From an optimization exercise on the open Yosys and OpenROAD flow, aimed at small area and a short achievable clock period; shortcuts taken in it are not production practice.
At most, simulation tests tie the RTL to the original design; equivalence was not proved.
No activity file was given, so power comes from the tool's default toggle rates.

old:
## ex_unit
module ex_unit (
    input  logic        clk,
    input  logic        reset_i,
    input  logic        issue_valid_i,
    input  logic [31:0] issue_pc_i,
    input  logic [31:0] issue_inst_i,
    input  logic [31:0] issue_rs1_i,
    input  logic [31:0] issue_rs2_i,
    output logic        wb_we_o,
    output logic [4:0]  wb_rd_o,
    output logic [31:0] wb_data_o,
    output logic        jump_flag_o,
    output logic [31:0] jump_addr_o
);
Size: about 200 I/O pins.
clock: 5.0 ns
lec_check: 0
cap_margin: 20
core_margin: 2
core_utilization: 40
slew_margin: 20
standard.sh (not shown) runs the stock make flow with config.mk's settings and CLKGATE_MAP_FILE= SYNTH_SCRIPT=/design/flow/synth_recipe.tcl, a recipe that flattens the netlist after the stock synthesis.
==> flow/flow/run.sh <==
#!/bin/bash
# Standard ORFS layout; only the port buffers differ: small buffers instead of
# the resizer's default pick.
set -euo pipefail
export BUFFER_PORTS_ARGS="-buffer_cell sky130_fd_sc_hd__buf_2"
bash standard.sh > standard.log 2>&1
#### Input delta (new over old)
--- a/flow/design.v
+++ b/flow/design.v
@@ -77,38 +77,25 @@
     always_comb begin
         for (int i = 0; i < 32; i++) rs1_rev[i] = rs1_i[31-i];
     end
     assign x_d = ({32{(is_alu & ~f_sll) | is_jalr}} & rs1_i)
                | ({32{f_sll}} & rs1_rev)
                | ({32{is_auipc | is_jal | is_br}} & pc_i);
     assign y_d = ({32{is_op}} & rs2_i)
                | ({32{is_opimm | is_jalr}} & imm_i)
                | ({32{is_lui | is_auipc}} & imm_u)
                | ({32{is_br}} & imm_b)
                | ({32{is_jal}} & imm_j);
-    logic [30:0] cl, ce;
-    logic        e31;
-    always_comb begin
-        cl = ~rs1_i[30:0] & rs2_i[30:0];
-        ce = ~(rs1_i[30:0] ^ rs2_i[30:0]);
-        for (int s = 1; s < 32; s = s * 2) begin
-            for (int i = 0; i + s < 31; i = i + 2 * s) begin
-                cl[i] = cl[i+s] | (ce[i+s] & cl[i]);
-                ce[i] = ce[i+s] & ce[i];
-            end
-        end
-    end
-    assign e31 = ~(rs1_i[31] ^ rs2_i[31]);
-    assign eq  = e31 & ce[0];
-    assign ltu = (~rs1_i[31] & rs2_i[31]) | (e31 & cl[0]);
-    assign lt  = (rs1_i[31] & ~rs2_i[31]) | (e31 & cl[0]);
+    assign eq    = rs1_i == rs2_i;
+    assign ltu   = rs1_i < rs2_i;
+    assign lt    = $signed(rs1_i) < $signed(rs2_i);
     always_comb begin
         case (f3[2:1])
             2'b00:   taken = eq ^ f3[0];
             2'b10:   taken = lt ^ f3[0];
             default: taken = ltu ^ f3[0];
         endcase
     end
     always_ff @(posedge clk) begin
         x_o      <= x_d;
         y_o      <= y_d ^ {32{inv}};
         link_o   <= pc_i + 32'd4;
@@ -157,42 +144,40 @@
     output logic        jump_flag_o,
     output logic [31:0] jump_addr_o
 );
     logic        rn;
     logic [31:0] p, g, sum, shr, result;
     logic        cout, lt, ltu, jmp;
     assign rn   = ~reset_i;
     assign p    = x_i ^ y_i;
     assign g    = x_i & y_i;
     logic [31:0] gg [0:5];
     logic [31:0] pp [0:5];
-    logic [32:0] c;
     always_comb begin
         gg[0] = g;
         pp[0] = p;
+        gg[0][0] = g[0] | (p[0] & cin_i);
         for (int l = 0; l < 5; l++) begin
             for (int i = 0; i < 32; i++) begin
                 if ((i >> l) & 1) begin
                     gg[l+1][i] = gg[l][i] | (pp[l][i] & gg[l][((i >> l) << l) - 1]);
                     pp[l+1][i] = pp[l][i] & pp[l][((i >> l) << l) - 1];
                 end else begin
                     gg[l+1][i] = gg[l][i];
                     pp[l+1][i] = pp[l][i];
                 end
             end
         end
-        c[0] = cin_i;
-        for (int i = 0; i < 32; i++) c[i+1] = gg[5][i] | (pp[5][i] & cin_i);
-    end
-    assign sum  = p ^ c[31:0];
-    assign cout = c[32];
+    end
+    assign sum  = p ^ {gg[5][30:0], cin_i};
+    assign cout = gg[5][31];
     assign ltu  = ~cout;
     assign lt   = (x_i[31] == y_i[31]) ? x_i[31] : ~cout;
     logic [32:0] ext, ext_sh;
     assign ext    = {arith_i & x_i[31], x_i};
     assign ext_sh = $signed(ext) >>> y_i[4:0];
     assign shr    = ext_sh[31:0];
     always_comb begin
         for (int i = 0; i < 32; i++) begin
             result[i] = (s_add_i & sum[i]) | (s_sr_i & shr[i]) | (s_sl_i & shr[31-i])
                       | (s_p_i & p[i]) | (s_g_i & g[i]) | (s_link_i & link_i[i]);
         end
Notes after the runs:
- Higher distinct cell type count after synthesis among new and old: new
- First-iteration DRC count shrinks slightly when moving from old to new.
- new against old: internal reg-to-reg setup slack decreased 100 ps, combinational share of power increased 0.5 points.
- The number of multi-input logic gates in new sits 41 above the value recorded for old.
- The run with more routed wire is new, not old.
- As far as worst path required time is concerned, old and new perform about the same.
- old ended up with fewer cell instances than new did.
- Compared with old, new shows a area growth from synthesis to layout that is 1.4 points lower.
- For ratio of cells with drive above 1 in the final layout, old and new come out practically identical.
Only the layout flow was run in new; the RTL was not checked for function there.

The RTL this note starts from:
==> flow/design.v <==
`default_nettype none
package ex_pkg;
    localparam logic [6:0] op_imm    = 7'b0010011;
    localparam logic [6:0] op_reg    = 7'b0110011;
    localparam logic [6:0] op_branch = 7'b1100011;
    localparam logic [6:0] op_jal    = 7'b1101111;
    localparam logic [6:0] op_jalr   = 7'b1100111;
    localparam logic [6:0] op_lui    = 7'b0110111;
    localparam logic [6:0] op_auipc  = 7'b0010111;
endpackage
`default_nettype wire
`timescale 1ns/10ps
`default_nettype none
module ex_decode (
    input  logic        clk,
    input  logic        reset_i,
    input  logic        valid_i,
    input  logic [31:0] pc_i,
    input  logic [31:0] inst_i,
    input  logic [31:0] rs1_i,
    input  logic [31:0] rs2_i,
    output logic [31:0] x_o,       
    output logic [31:0] y_o,       
    output logic [31:0] link_o,    
    output logic        cin_o,     
    output logic        s_add_o,   
    output logic        s_sr_o,
    output logic        s_sl_o,
    output logic        s_p_o,
    output logic        s_g_o,
    output logic        s_slt_o,
    output logic        s_sltu_o,
    output logic        s_link_o,
    output logic        arith_o,
    output logic        we_o,
    output logic [4:0]  rd_o,
    output logic        jump_o,
    output logic        bit0_o     
);
    logic [6:0] opc;
    logic [2:0] f3;
    logic       alt;
    logic       ok;
    logic       is_op, is_opimm, is_alu, is_lui, is_auipc, is_jal, is_jalr, is_br;
    logic       f_add, f_sub, f_sll, f_slt, f_sltu, f_xor, f_sr, f_or, f_and;
    logic       inv;
    logic       eq, lt, ltu, taken;
    logic [31:0] imm_i, imm_u, imm_b, imm_j;
    logic [31:0] rs1_rev;
    logic [31:0] x_d, y_d;
    assign opc = inst_i[6:0];
    assign f3  = inst_i[14:12];
    assign alt = inst_i[30];
    assign ok  = valid_i & ~reset_i;
    assign is_op    = opc == ex_pkg::op_reg;
    assign is_opimm = opc == ex_pkg::op_imm;
    assign is_alu   = is_op | is_opimm;
    assign is_lui   = opc == ex_pkg::op_lui;
    assign is_auipc = opc == ex_pkg::op_auipc;
    assign is_jal   = opc == ex_pkg::op_jal;
    assign is_jalr  = (opc == ex_pkg::op_jalr) & (f3 == 3'b000);
    assign is_br    = (opc == ex_pkg::op_branch) & (f3[2:1] != 2'b01);
    assign f_sub  = is_op & (f3 == 3'b000) & alt;
    assign f_add  = is_alu & (f3 == 3'b000) & ~f_sub;
    assign f_sll  = is_alu & (f3 == 3'b001);
    assign f_slt  = is_alu & (f3 == 3'b010);
    assign f_sltu = is_alu & (f3 == 3'b011);
    assign f_xor  = is_alu & (f3 == 3'b100);
    assign f_sr   = is_alu & (f3 == 3'b101);
    assign f_or   = is_alu & (f3 == 3'b110);
    assign f_and  = is_alu & (f3 == 3'b111);
    assign inv    = f_sub | f_slt | f_sltu;
    assign imm_i = {{20{inst_i[31]}}, inst_i[31:20]};
    assign imm_u = {inst_i[31:12], 12'b0};
    assign imm_b = {{20{inst_i[31]}}, inst_i[7], inst_i[30:25], inst_i[11:8], 1'b0};
    assign imm_j = {{12{inst_i[31]}}, inst_i[19:12], inst_i[20], inst_i[30:21], 1'b0};
    always_comb begin
        for (int i = 0; i < 32; i++) rs1_rev[i] = rs1_i[31-i];
    end
    assign x_d = ({32{(is_alu & ~f_sll) | is_jalr}} & rs1_i)
               | ({32{f_sll}} & rs1_rev)
               | ({32{is_auipc | is_jal | is_br}} & pc_i);
    assign y_d = ({32{is_op}} & rs2_i)
               | ({32{is_opimm | is_jalr}} & imm_i)
               | ({32{is_lui | is_auipc}} & imm_u)
               | ({32{is_br}} & imm_b)
               | ({32{is_jal}} & imm_j);
    assign eq    = rs1_i == rs2_i;
    assign ltu   = rs1_i < rs2_i;
    assign lt    = $signed(rs1_i) < $signed(rs2_i);
    always_comb begin
        case (f3[2:1])
            2'b00:   taken = eq ^ f3[0];
            2'b10:   taken = lt ^ f3[0];
            default: taken = ltu ^ f3[0];
        endcase
    end
    always_ff @(posedge clk) begin
        x_o      <= x_d;
        y_o      <= y_d ^ {32{inv}};
        link_o   <= pc_i + 32'd4;
        cin_o    <= inv;
        s_add_o  <= ok & (f_add | f_sub | is_lui | is_auipc);
        s_sr_o   <= ok & f_sr;
        s_sl_o   <= ok & f_sll;
        s_p_o    <= ok & (f_xor | f_or);
        s_g_o    <= ok & (f_and | f_or);
        s_slt_o  <= ok & f_slt;
        s_sltu_o <= ok & f_sltu;
        s_link_o <= ok & (is_jal | is_jalr);
        arith_o  <= alt & ~f_sll;
        we_o     <= ok & (is_alu | is_lui | is_auipc | is_jal | is_jalr);
        rd_o     <= inst_i[11:7] & {5{ok & (is_alu | is_lui | is_auipc | is_jal | is_jalr)}};
        jump_o   <= ok & (is_jal | is_jalr | (is_br & taken));
        bit0_o   <= ~is_jalr;
    end
endmodule
`default_nettype wire
`timescale 1ns/10ps
`default_nettype none
module ex_alu (
    input  logic        clk,
    input  logic        reset_i,
    input  logic [31:0] x_i,
    input  logic [31:0] y_i,
    input  logic [31:0] link_i,
    input  logic        cin_i,
    input  logic        s_add_i,
    input  logic        s_sr_i,
    input  logic        s_sl_i,
    input  logic        s_p_i,
    input  logic        s_g_i,
    input  logic        s_slt_i,
    input  logic        s_sltu_i,
    input  logic        s_link_i,
    input  logic        arith_i,
    input  logic        we_i,
    input  logic [4:0]  rd_i,
    input  logic        jump_i,
    input  logic        bit0_i,
    output logic        wb_we_o,
    output logic [4:0]  wb_rd_o,
    output logic [31:0] wb_data_o,
    output logic        jump_flag_o,
    output logic [31:0] jump_addr_o
);
    logic        rn;
    logic [31:0] p, g, sum, shr, result;
    logic [32:0] full;
    logic        cout, lt, ltu, jmp;
    assign rn   = ~reset_i;
    assign p    = x_i ^ y_i;
    assign g    = x_i & y_i;
    assign full = {1'b0, x_i} + {1'b0, y_i} + {32'b0, cin_i};
    assign sum  = full[31:0];
    assign cout = full[32];
    assign ltu  = ~cout;
    assign lt   = (x_i[31] == y_i[31]) ? x_i[31] : ~cout;
    logic [32:0] ext, ext_sh;
    assign ext    = {arith_i & x_i[31], x_i};
    assign ext_sh = $signed(ext) >>> y_i[4:0];
    assign shr    = ext_sh[31:0];
    always_comb begin
        for (int i = 0; i < 32; i++) begin
            result[i] = (s_add_i & sum[i]) | (s_sr_i & shr[i]) | (s_sl_i & shr[31-i])
                      | (s_p_i & p[i]) | (s_g_i & g[i]) | (s_link_i & link_i[i]);
        end
        result[0] = result[0] | (s_slt_i & lt) | (s_sltu_i & ltu);
    end
    assign jmp = jump_i & rn;
    always_ff @(posedge clk) begin
        wb_we_o     <= we_i & rn;
        wb_rd_o     <= rd_i & {5{rn}};
        wb_data_o   <= result & {32{rn}};
        jump_flag_o <= jmp;
        jump_addr_o <= {sum[31:1], sum[0] & bit0_i} & {32{jmp}};
    end
endmodule
`default_nettype wire
`timescale 1ns/10ps
`default_nettype none
module ex_top (
    input  logic        clk,
    input  logic        reset_i,
    input  logic        valid_i,
    input  logic [31:0] pc_i,
    input  logic [31:0] inst_i,
    input  logic [31:0] rs1_i,
    input  logic [31:0] rs2_i,
    output logic        wb_we_o,
    output logic [4:0]  wb_rd_o,
    output logic [31:0] wb_data_o,
    output logic        jump_flag_o,
    output logic [31:0] jump_addr_o
);
    logic [31:0] x, y, link;
    logic        cin, s_add, s_sr, s_sl, s_p, s_g, s_slt, s_sltu, s_link, arith;
    logic        we, jump, bit0;
    logic [4:0]  rd;
    ex_decode u_decode (
        .clk(clk), .reset_i(reset_i), .valid_i(valid_i), .pc_i(pc_i), .inst_i(inst_i),
        .rs1_i(rs1_i), .rs2_i(rs2_i),
        .x_o(x), .y_o(y), .link_o(link), .cin_o(cin), .s_add_o(s_add), .s_sr_o(s_sr),
        .s_sl_o(s_sl), .s_p_o(s_p), .s_g_o(s_g), .s_slt_o(s_slt), .s_sltu_o(s_sltu),
        .s_link_o(s_link), .arith_o(arith), .we_o(we), .rd_o(rd), .jump_o(jump), .bit0_o(bit0)
    );
    ex_alu u_alu (
        .clk(clk), .reset_i(reset_i),
        .x_i(x), .y_i(y), .link_i(link), .cin_i(cin), .s_add_i(s_add), .s_sr_i(s_sr),
        .s_sl_i(s_sl), .s_p_i(s_p), .s_g_i(s_g), .s_slt_i(s_slt), .s_sltu_i(s_sltu),
        .s_link_i(s_link), .arith_i(arith), .we_i(we), .rd_i(rd), .jump_i(jump), .bit0_i(bit0),
        .wb_we_o(wb_we_o), .wb_rd_o(wb_rd_o), .wb_data_o(wb_data_o),
        .jump_flag_o(jump_flag_o), .jump_addr_o(jump_addr_o)
    );
endmodule
`default_nettype wire
`timescale 1ns/10ps
`default_nettype none
module ex_unit (
    input  logic        clk,
    input  logic        reset_i,
    input  logic        issue_valid_i,
    input  logic [31:0] issue_pc_i,
    input  logic [31:0] issue_inst_i,
    input  logic [31:0] issue_rs1_i,
    input  logic [31:0] issue_rs2_i,
    output logic        wb_we_o,
    output logic [4:0]  wb_rd_o,
    output logic [31:0] wb_data_o,
    output logic        jump_flag_o,
    output logic [31:0] jump_addr_o
);
    ex_top u_top (
        .clk(clk), .reset_i(reset_i), .valid_i(issue_valid_i), .pc_i(issue_pc_i),
        .inst_i(issue_inst_i), .rs1_i(issue_rs1_i), .rs2_i(issue_rs2_i),
        .wb_we_o(wb_we_o), .wb_rd_o(wb_rd_o), .wb_data_o(wb_data_o),
        .jump_flag_o(jump_flag_o), .jump_addr_o(jump_addr_o)
    );
endmodule
`default_nettype wire
Settings: LEC_CHECK=0, CAP_MARGIN=20, CORE_MARGIN=2, CORE_UTILIZATION=40, SLEW_MARGIN=20; clock period 5.0 ns.
run.sh (not shown) runs the stock make flow with config.mk's settings and CLKGATE_MAP_FILE= SYNTH_SCRIPT=/design/flow/synth_recipe.tcl, a recipe that flattens the netlist after the stock synthesis.
Stock flow here: none of the scripts above is used.
Then changed:
--- a/flow/design.v
+++ b/flow/design.v
@@ -84,11 +84,24 @@
                | ({32{is_opimm | is_jalr}} & imm_i)
                | ({32{is_lui | is_auipc}} & imm_u)
                | ({32{is_br}} & imm_b)
                | ({32{is_jal}} & imm_j);
-    assign eq    = rs1_i == rs2_i;
-    assign ltu   = rs1_i < rs2_i;
-    assign lt    = $signed(rs1_i) < $signed(rs2_i);
+    logic [30:0] cl, ce;
+    logic        e31;
+    always_comb begin
+        cl = ~rs1_i[30:0] & rs2_i[30:0];
+        ce = ~(rs1_i[30:0] ^ rs2_i[30:0]);
+        for (int s = 1; s < 32; s = s * 2) begin
+            for (int i = 0; i + s < 31; i = i + 2 * s) begin
+                cl[i] = cl[i+s] | (ce[i+s] & cl[i]);
+                ce[i] = ce[i+s] & ce[i];
+            end
+        end
+    end
+    assign e31 = ~(rs1_i[31] ^ rs2_i[31]);
+    assign eq  = e31 & ce[0];
+    assign ltu = (~rs1_i[31] & rs2_i[31]) | (e31 & cl[0]);
+    assign lt  = (rs1_i[31] & ~rs2_i[31]) | (e31 & cl[0]);
     always_comb begin
         case (f3[2:1])
             2'b00:   taken = eq ^ f3[0];
             2'b10:   taken = lt ^ f3[0];
@@ -145,16 +158,34 @@
     output logic [31:0] jump_addr_o
 );
     logic        rn;
     logic [31:0] p, g, sum, shr, result;
-    logic [32:0] full;
     logic        cout, lt, ltu, jmp;
     assign rn   = ~reset_i;
     assign p    = x_i ^ y_i;
     assign g    = x_i & y_i;
-    assign full = {1'b0, x_i} + {1'b0, y_i} + {32'b0, cin_i};
-    assign sum  = full[31:0];
-    assign cout = full[32];
+    logic [31:0] gg [0:5];
+    logic [31:0] pp [0:5];
+    logic [32:0] c;
+    always_comb begin
+        gg[0] = g;
+        pp[0] = p;
+        for (int l = 0; l < 5; l++) begin
+            for (int i = 0; i < 32; i++) begin
+                if ((i >> l) & 1) begin
+                    gg[l+1][i] = gg[l][i] | (pp[l][i] & gg[l][((i >> l) << l) - 1]);
+                    pp[l+1][i] = pp[l][i] & pp[l][((i >> l) << l) - 1];
+                end else begin
+                    gg[l+1][i] = gg[l][i];
+                    pp[l+1][i] = pp[l][i];
+                end
+            end
+        end
+        c[0] = cin_i;
+        for (int i = 0; i < 32; i++) c[i+1] = gg[5][i] | (pp[5][i] & cin_i);
+    end
+    assign sum  = p ^ c[31:0];
+    assign cout = c[32];
     assign ltu  = ~cout;
     assign lt   = (x_i[31] == y_i[31]) ? x_i[31] : ~cout;
     logic [32:0] ext, ext_sh;
     assign ext    = {arith_i & x_i[31], x_i};
Worst setup slack gets better by 290 ps.
Synthesized area drops by 6.1%.
Cell count drops by 7.1%.
Non-clock buffer count climbs by 1.
Register-to-register slack gets better by 350 ps.
No functional check of the RTL was part of the first run of this note.

==> what the ideal ports hide <==
How much do the figures lean on ideal ports? The routed layouts below were timed once more, with nothing changed but the port constraints.
Step 1: set_driving_cell puts a clkbuf_16 on clk and a buf_2 on each other input, an assumption about the parent block.
Step 2, shift: input delay + t, output delay - t, t = (earliest + latest rising clock arrival at the registers) / 2. This alone moves slack from input paths to output paths.
Slacks: ideal ports / drivers / drivers and shift; pairs: ideal ports / drivers.
run | shift t [ns] | setup WS [ns] | worst setup path at the end
old | 0.492 | 1.635 / 1.635 / 1.498 | input to register
new | 0.491 | 1.532 / 1.532 / 1.398 | input to register
the first run of note 2 | 0.486 | 1.310 / 1.310 / 1.127 | input to register
the second run of note 2 | 0.482 | 1.604 / 1.632 / 1.150 | input to register
After both steps setup and hold are still met in every run listed. The setup slack of the second run of note 2, which loses most, moves by +0.028 ns with the drivers and by -0.454 ns with both steps.
